Context: an optimization exercise on an open-source flow, tuned for small area, a short achievable clock period and few clock cycles per item. The choices shown serve that exercise and are no tape-out recipe.
Function was checked by simulation only, so behaviour that the tests miss may differ from the original.
Power and IR drop assume default switching activity.

== wip/maple ==
// ser_top
module ser_top
(
    input  logic                       clk,
    input  logic                       reset,
    input  logic                       en,
    input  logic                       entry_valid,
    input  logic [29-1:0] entry_field_id,
    input  logic [5-1:0]     entry_type,
    input  logic                       entry_nested,
    input  logic [64-1:0]     addr,
    input  logic                       mem_rsp_valid,
    input  logic [63:0]                mem_rsp_data,
    output logic                       mem_req_valid,
    output logic                       mem_req_write,
    output logic [64-1:0]     mem_req_addr,
    output logic [8*10-1:0]    mem_req_data,
    output logic [10-1:0]      mem_req_lane_en,
    output logic                       ready,
    output logic                       done,
    output logic [64-1:0]     write_point
);
    localparam int NQ = 4;                  
    localparam int ND = 3;                  
    localparam int QP = $clog2(NQ);
  ...
Size: roughly 8000 cells after synthesis, about 100000 µm² of cells after synthesis.
==> flow/config.mk <==
export PLATFORM = sky130hd
export DESIGN_NAME = ser_top
export DESIGN_NICKNAME = ser_top
export VERILOG_FILES = /design/flow/design.v
export SDC_FILE = /design/flow/constraint.sdc
export NUM_CORES = 4
export LEC_CHECK = 0
export CAP_MARGIN = 20
export CORE_MARGIN = 2
export CORE_UTILIZATION = 40
export SLEW_MARGIN = 20
==> flow/constraint.sdc <==
create_clock -name core_clock -period 11.0 [get_ports {clk}]
set_input_delay 2.2000 -clock core_clock [delete_from_list [all_inputs] [get_ports {clk}]]
set_output_delay 2.2000 -clock core_clock [all_outputs]
set_load 0.01 [all_outputs]
standard.sh (not shown) runs the stock make flow with config.mk's settings and CLKGATE_MAP_FILE= SYNTH_SCRIPT=/design/flow/synth_recipe.tcl, a recipe that flattens the netlist after the stock synthesis.
==> flow/flow/run.sh <==
#!/bin/bash
# Standard layout, with the timing repair asked to leave more setup slack than
# the clock period needs (the clock period and constraints are unchanged).
set -o pipefail
bash standard.sh SETUP_SLACK_MARGIN=6.5 finish > flow_make.log 2>&1
Per the final summary, wip/maple finished and its layout is clean on timing, DRC and antenna.
Testbench counts of wip/maple, summed over its fixed seeds: cycles 4,678, entries 2,048.
Edits applied to the flow inputs when going from wip/maple to wip/yarrow:
Settings: a change of CORE_UTILIZATION from 40 to 60.
==> flow/flow/run.sh <==
#!/bin/bash
# Standard layout, with the timing repair asked to leave more setup slack than
# the clock period needs (the clock period and constraints are unchanged).
set -o pipefail
bash standard.sh SETUP_SLACK_MARGIN=7.5 finish > flow_make.log 2>&1
Notes after the runs:
wip/yarrow: full flow OK, the timing, DRC and antenna checks passed
Summary of wip/yarrow over wip/maple: number of fill cells fell by 11100, relative max-transition margin rose by 4.0 points, cell area after layout rose by 3200 µm².
Comparing wip/maple and wip/yarrow, the higher final design utilization was measured on wip/yarrow.
Setup changes, wip/yarrow to wip/garnet
Settings: CORE_UTILIZATION now 40, was 60.
[summary]
In the tables for wip/yarrow and wip/garnet, total wire length reads higher with wip/garnet.
The row count in wip/yarrow is 0.815 times that in wip/garnet.
Cell at the slowest stage of the critical path: dfxtp_4 -> wip/yarrow, edfxtp_1 -> wip/garnet
Portion of the clock cycle consumed by the worst path in the final layout: wip/yarrow vs wip/garnet, no meaningful difference
w_lanes[3] as the timing startpoint of the critical path was reported by wip/garnet, and pb by wip/yarrow.
Area of all placed cells without fillers of wip/garnet exceeds that of wip/yarrow slightly.
wip/yarrow leaves more setup margin than wip/garnet.
Taking wip/yarrow over wip/garnet, the number of placed cells counting well taps ratio works out to 0.898.
Going from wip/yarrow to wip/garnet, clock power down about 1%; sequential power stayed essentially flat.
Input-level comparison between wip/juniper and wip/garnet:
Settings: CTS_CLUSTER_SIZE: unset -> 22; CTS_CLUSTER_DIAMETER: unset -> 100; CORE_UTILIZATION: 40 -> 60.
Findings:
- Delta (wip/juniper minus wip/garnet): number of multi-input logic gates barely changed; smallest setup slack after layout dropped 12 ps; relative contribution of the clock network to total power dropped 9.8 points.
- [compare] base=wip/garnet new=wip/juniper: detail-routed net length per standard cell up about 8%, count of routing violations after the opening detailed-route iteration has increased.
- From wip/garnet to wip/juniper, number of max-cap violations did not move at all.

========
Another version of the RTL of ser_top (not shown whole).
For scale: ~2,400 flip-flops, about 390 I/O pins, ~99,000 um^2 of cells after synthesis.
clock: 11.0 ns
lec_check: 0
cap_margin: 20
core_margin: 2
core_utilization: 60
cts_cluster_diameter: 100
cts_cluster_size: 22
slew_margin: 20
==> flow/flow/run.sh <==
#!/bin/bash
# Standard layout, with the timing repair asked to leave more setup slack than
# the clock period needs (the clock period and constraints are unchanged).
set -o pipefail
bash standard.sh SETUP_SLACK_MARGIN=7.2 finish > flow_make.log 2>&1
The baseline completed without violations.
Testbench counts at the start, summed over its fixed seeds: cycles 4,593, entries 2,048.
Rerun with:
==> flow/flow/run.sh (replaced) <==
#!/bin/bash
# Standard layout, with the timing repair asked to leave more setup slack than
# the clock period needs (the clock period and constraints are unchanged).
set -o pipefail
bash standard.sh SETUP_SLACK_MARGIN=7.5 finish > flow_make.log 2>&1
The new run finished with timing, DRC and antenna clean. Critical path depth is lower by 7. Global-route usage is higher by 1.5 points. Cell area came out higher slightly. Via count climbs by a few percent. Routed wire length rose by a few percent. Worst hold slack gets better by 0.036 ns. Clock-buffer cell count fell by 2.

========
== run 1 ==
ser_top, a different RTL version from the one above (not shown whole).
For scale: about 7,700 cells after synthesis, ~2,300 flip-flops, roughly 390 I/O pins, roughly 97,000 µm² of cells after synthesis.
clock: 11.0 ns
lec_check: 0
cap_margin: 20
core_margin: 2
core_utilization: 60
cts_cluster_diameter: 100
cts_cluster_size: 22
slew_margin: 20
==> flow/flow/run.sh <==
#!/bin/bash
# Standard layout, with the timing repair asked to leave more setup slack than
# the clock period needs (the clock period and constraints are unchanged).
set -o pipefail
bash standard.sh SETUP_SLACK_MARGIN=7.5 finish > flow_make.log 2>&1
Testbench counts of run 1, summed over its fixed seeds: cycles 4,678, entries 2,048.
The following lists how run 2 was set up differently from run 1:
--- a/flow/flow/run.sh
+++ b/flow/flow/run.sh
@@ -5 +5 @@
-bash standard.sh SETUP_SLACK_MARGIN=7.5 finish > flow_make.log 2>&1
+bash standard.sh SETUP_SLACK_MARGIN=7.2 finish > flow_make.log 2>&1
[summary]
- Run 2 and run 1 ended up with nearly the same register area.
- Data arrival time at the worst-slack endpoint down 0.16 ns in run 2 wrt run 1
- For count of clock-buffer cells in the layout, dividing the value from run 2 by the value from run 1 gives 0.933.
- Normalized max-slew margin delta for run 2 relative to run 1: 0.98 points lower
- Relative to run 1, the count of routing violations after the opening detailed-route iteration measured on run 2 has decreased by more than 10%.
- Final wirelength ended up 4.6% lower on run 2 than on run 1.
- Part of the power in combinational logic, run 2 and run 1: smaller value in run 2
- Clock power is higher on run 1
- Design area on run 2 is ahead of run 1.
- Taking run 1 as the reference point, the minimum setup slack after placement of run 2 falls by 0.027 ns.
- In the metrics for run 2 and run 1, the one carrying the lower total routing usage reported by global routing is run 2.
Here is what was changed in the inputs of run 3 compared with run 2.
- clearing CTS_CLUSTER_DIAMETER, which used to be 100
- clearing CTS_CLUSTER_SIZE, which used to be 22
- swapping 60 for 40 in CORE_UTILIZATION
--- a/flow/flow/run.sh
+++ b/flow/flow/run.sh
@@ -5 +5 @@
-bash standard.sh SETUP_SLACK_MARGIN=7.2 finish > flow_make.log 2>&1
+bash standard.sh SETUP_SLACK_MARGIN=7.5 finish > flow_make.log 2>&1
[summary]
In the flow results for run 2 and run 3, the fraction of area in clock buffers and inverters is smaller on run 2.
Minimum hold slack for run 3: 0.013 ns down relative to run 2
Compared with run 2, run 3 shows a core utilization that is 19 points lower.
When run 3 is measured against run 2, its reported combinational group power turns out about 5% higher.
Comparing run 2 and run 3, the higher part of the power in the clock network was measured on run 3.
Changes observed in run 3 relative to run 2: CTS buffer count +94%, worst clock skew -0.021 ns, first-pass detailed-route iteration total +3.
Setup slack came out lower on run 3 than on run 2.
Run 3: number of H-tree levels higher than run 2
Diff run 2 -> run 3 | via total after detailed routing | up by a few percent

static timing again, ports no longer ideal:
No port has a modelled driver above. Below, the same layouts with a new extraction and two added sets of constraints. Step 1, drivers: a clkbuf_16 drives clk and a buf_2 each remaining input, both assumed. Step 2 times the ports against the registers' clock, not the clock port: input delays grow and output delays shrink by t, the midpoint of the rising clock arrivals with the driver on. a / b / c = no drivers / after step 1 / after step 2; a / b = the first two.
| run | shift t [ns] | slack for setup (ns) | worst hold slack (ns) | slew at the worst register clock pin (ns) | pins driven straight from the clock port |
|---|---|---|---|---|---|
| wip/maple | 0.999 | 6.611 / 6.629 / 5.688 | 0.447 / 0.447 / 0.447 | 0.07 / 0.07 | 1 |
| wip/yarrow | 0.981 | 7.232 / 7.168 / 6.531 | 0.444 / 0.444 / 0.444 | 0.07 / 0.07 | 1 |
| wip/garnet | 0.986 | 7.224 / 7.121 / 6.594 | 0.462 / 0.462 / 0.462 | 0.07 / 0.07 | 1 |
| wip/juniper | 0.909 | 7.212 / 7.212 / 6.575 | 0.457 / 0.457 / 0.457 | 0.11 / 0.11 | 1 |
| the first run of note 2 | 0.878 | 7.161 / 7.116 / 6.474 | 0.462 / 0.462 / 0.462 | 0.11 / 0.11 | 1 |
| the second run of note 2 | 0.860 | 7.308 / 7.222 / 6.568 | 0.498 / 0.498 / 0.498 | 0.10 / 0.10 | 1 |
| run 1 | 0.886 | 7.177 / 7.177 / 6.681 | 0.502 / 0.502 / 0.502 | 0.10 / 0.10 | 1 |
| run 2 | 0.857 | 7.187 / 7.100 / 6.501 | 0.478 / 0.478 / 0.478 | 0.10 / 0.10 | 1 |
| run 3 | 0.962 | 7.171 / 7.171 / 6.632 | 0.465 / 0.465 / 0.465 | 0.07 / 0.07 | 1 |
After both steps every run listed still meets setup and hold. For wip/maple, which loses most, drivers alone change the setup slack by +0.018 ns; drivers and shift together by -0.923 ns.
